Context: an optimization exercise on an open-source flow, tuned for small area, a short achievable clock period and few clock cycles per item. The choices shown serve that exercise and are no tape-out recipe. Only simulation tests tie the RTL to the original design; equivalence was not proved.

Setup of alpha:
## softsign_activation_top
module softsign_activation_top (
  input  logic                           clk,
  input  logic                           rst_n,
  input  logic                           in_tvalid,
  output logic                           in_tready,
  input  logic [ssa_pkg::SAMPLE_W-1:0]   in_tdata,
  output logic                           out_tvalid,
  input  logic                           out_tready,
  output logic [ssa_pkg::RESULT_W-1:0]   out_tdata,
  input  logic                           cfg_psel,
  input  logic                           cfg_penable,
  input  logic                           cfg_pwrite,
  input  logic [ssa_pkg::CFG_ADDR_W-1:0] cfg_paddr,
  input  logic [ssa_pkg::CFG_DATA_W-1:0] cfg_pwdata,
  output logic [ssa_pkg::CFG_DATA_W-1:0] cfg_prdata,
  output logic                           cfg_pready
);
For scale: ~4800 cells after synthesis, ~110 I/O pins.
Settings: LEC_CHECK=0, CAP_MARGIN=20, CORE_MARGIN=2, CORE_UTILIZATION=40, SETUP_SLACK_MARGIN=3.25, SLEW_MARGIN=20; clock period 6.5 ns.
run.sh (not shown) runs the stock make flow with config.mk's settings and CLKGATE_MAP_FILE= SYNTH_SCRIPT=/design/flow/synth_recipe.tcl, a recipe that flattens the netlist after the stock synthesis.
Testbench counts of alpha, summed over its fixed seeds: cycles 16,288, items 16,000.
The following lists how beta was set up differently from alpha:
Settings: putting ABC_AREA at 1 where nothing was set; swapping 3.25 for 3.5 in SETUP_SLACK_MARGIN.
The faster design of the two is beta; alpha tops out lower. beta completed every stage of the flow, and the final layout passed the timing, design-rule and antenna checks. Both conditions hold for alpha: the flow ran to the end and the final layout passed the timing, design-rule and antenna checks. Of beta and alpha, it is beta that has the lower non-clock buffer count. Sequential share of cell area delta for beta relative to alpha: 2.2 points higher.
[inputs] gamma vs beta
Settings: changing SETUP_SLACK_MARGIN from 3.5 to 4.0.
Delta (gamma minus beta): layout-stage area growth over the synthesis result saw an increase; post-layout worst setup margin saw an increase; total wirelength of the detailed-routed design saw an increase; violation count after the first detailed-route iteration saw an increase.
Every stage of the flow completed for gamma, and the final layout passed the timing, design-rule and antenna checks.
Compared with beta, gamma shows a higher fraction of final layout cells with drive strength greater than 1.
What delta does differently from gamma at the input level:
Settings: swapping 4.0 for 2.0 in SETUP_SLACK_MARGIN; clearing ABC_AREA, which used to be 1.
## What came out
Cell count: delta lower than gamma. delta closes out successfully: all stages finished, all timing, DRC and antenna checks passed. delta reports its timing startpoint of the critical path as g_step[10].g_reg.sub_r$_DFFE_PP_ while gamma reports u_front.d1[3]$_DFFE_PP_. [compare] base=gamma new=delta: number of buffers other than clock buffers in the final layout fell by about 90%; post-layout worst setup margin fell by 1280 ps; count of endpoints failing setup in the final report stayed essentially flat; transition time at the pin with the least slew margin rose by 330 ps. The standard cells in delta occupy less silicon area than those in gamma do.


softsign_activation_top again, from the RTL that the note above started with.
## softsign_activation_top
module softsign_activation_top (
  input  logic                           clk,
  input  logic                           rst_n,
  input  logic                           in_tvalid,
  output logic                           in_tready,
  input  logic [ssa_pkg::SAMPLE_W-1:0]   in_tdata,
  output logic                           out_tvalid,
  input  logic                           out_tready,
  output logic [ssa_pkg::RESULT_W-1:0]   out_tdata,
  input  logic                           cfg_psel,
  input  logic                           cfg_penable,
  input  logic                           cfg_pwrite,
  input  logic [ssa_pkg::CFG_ADDR_W-1:0] cfg_paddr,
  input  logic [ssa_pkg::CFG_DATA_W-1:0] cfg_pwdata,
  output logic [ssa_pkg::CFG_DATA_W-1:0] cfg_prdata,
  output logic                           cfg_pready
);
  localparam int STEPS_PER_REG = 1;
  localparam int NS  = ssa_pkg::DIV_STEPS;
  localparam int DW  = ssa_pkg::DEN_W;
  function automatic integer roff(input integer j);
    roff = 18 * j + (j * (j - 1)) / 2;
  endfunction
  function automatic integer qoff(input integer j);
    qoff = (j * (j - 1)) / 2;
  endfunction
  ...
clock: 6.5 ns
lec_check: 0
cap_margin: 20
core_margin: 2
core_utilization: 40
setup_slack_margin: 2.5
slew_margin: 20
Testbench counts at the start, summed over its fixed seeds: cycles 16,288, items 16,000.
==> next run, changes <==
--- a/flow/config.mk
+++ b/flow/config.mk
@@ -7,2 +7,3 @@
 export LEC_CHECK = 0
+export ABC_AREA = 1
 export CAP_MARGIN = 20
@@ -10,3 +11,3 @@
 export CORE_UTILIZATION = 40
-export SETUP_SLACK_MARGIN = 2.5
+export SETUP_SLACK_MARGIN = 3.25
 export SLEW_MARGIN = 20
Design area grows by a few percent.
Via count grows by a quarter to a third.
Utilization is about the same.
Clock skew grows by 41 ps.
Worst setup slack improved by 830 ps.
Sequential share of layout area shrinks by 2.0 points.
Sequential cell count does not change.
==> next run, changes <==
--- a/flow/config.mk
+++ b/flow/config.mk
@@ -7,3 +7,2 @@
 export LEC_CHECK = 0
-export ABC_AREA = 1
 export CAP_MARGIN = 20
@@ -11,3 +10,3 @@
 export CORE_UTILIZATION = 40
-export SETUP_SLACK_MARGIN = 3.25
+export SETUP_SLACK_MARGIN = 3.0
 export SLEW_MARGIN = 20
Outcome:
- critical path depth grows by 4
- wire length went down by about a fifth
- setup slack is worse by 560 ps
==> next run, changes <==
--- a/flow/config.mk
+++ b/flow/config.mk
@@ -7,2 +7,3 @@
 export LEC_CHECK = 0
+export ABC_AREA = 1
 export CAP_MARGIN = 20
Result: Die area grows by 4.0%; global-route usage grows by 2.5 points; worst setup slack is better by 320 ps; cell count grows by 22%.

[separate check: timing with driven ports]
How much do the figures lean on ideal ports? The routed layouts below were timed once more, with nothing changed but the port constraints.
Step 1 sets driving cells, clkbuf_16 on the clock port and buf_2 on the other inputs (assumed; they add their load-dependent delay and slew).
Step 2 times the ports against the registers' clock, not the clock port: input delays grow and output delays shrink by t, the midpoint of the rising clock arrivals with the driver on.
Slacks: no drivers / after step 1 / after step 2; pairs: no drivers / after step 1.
| run | shift t [ns] | slack for setup (ns) | hold slack, ns | worst setup path at the end | pins driven straight from the clock port |
|---|---|---|---|---|---|
| alpha | 0.799 | 2.779 / 2.779 / 2.593 | 0.412 / 0.412 / 0.412 | input to register | 1 |
| beta | 0.807 | 3.334 / 3.334 / 3.015 | 0.401 / 0.401 / 0.401 | input to register | 1 |
| gamma | 0.811 | 3.383 / 3.383 / 3.339 | 0.399 / 0.399 / 0.399 | input to register | 1 |
| delta | 0.786 | 2.099 / 2.099 / 2.099 | 0.412 / 0.412 / 0.412 | register to register | 1 |
| the first run of note 2 | 0.790 | 2.521 / 2.521 / 2.348 | 0.412 / 0.412 / 0.412 | input to register | 1 |
| the second run of note 2 | 0.808 | 3.355 / 3.341 / 2.941 | 0.410 / 0.410 / 0.410 | input to register | 1 |
| the third run of note 2 | 0.796 | 2.799 / 2.799 / 2.415 | 0.412 / 0.412 / 0.412 | input to register | 1 |
| the fourth run of note 2 | 0.795 | 3.122 / 3.058 / 2.970 | 0.387 / 0.387 / 0.387 | input to register | 1 |
After both steps setup and hold are still met in every run listed. For the second run of note 2, which loses most, drivers alone change the setup slack by -0.014 ns; drivers and shift together by -0.414 ns.
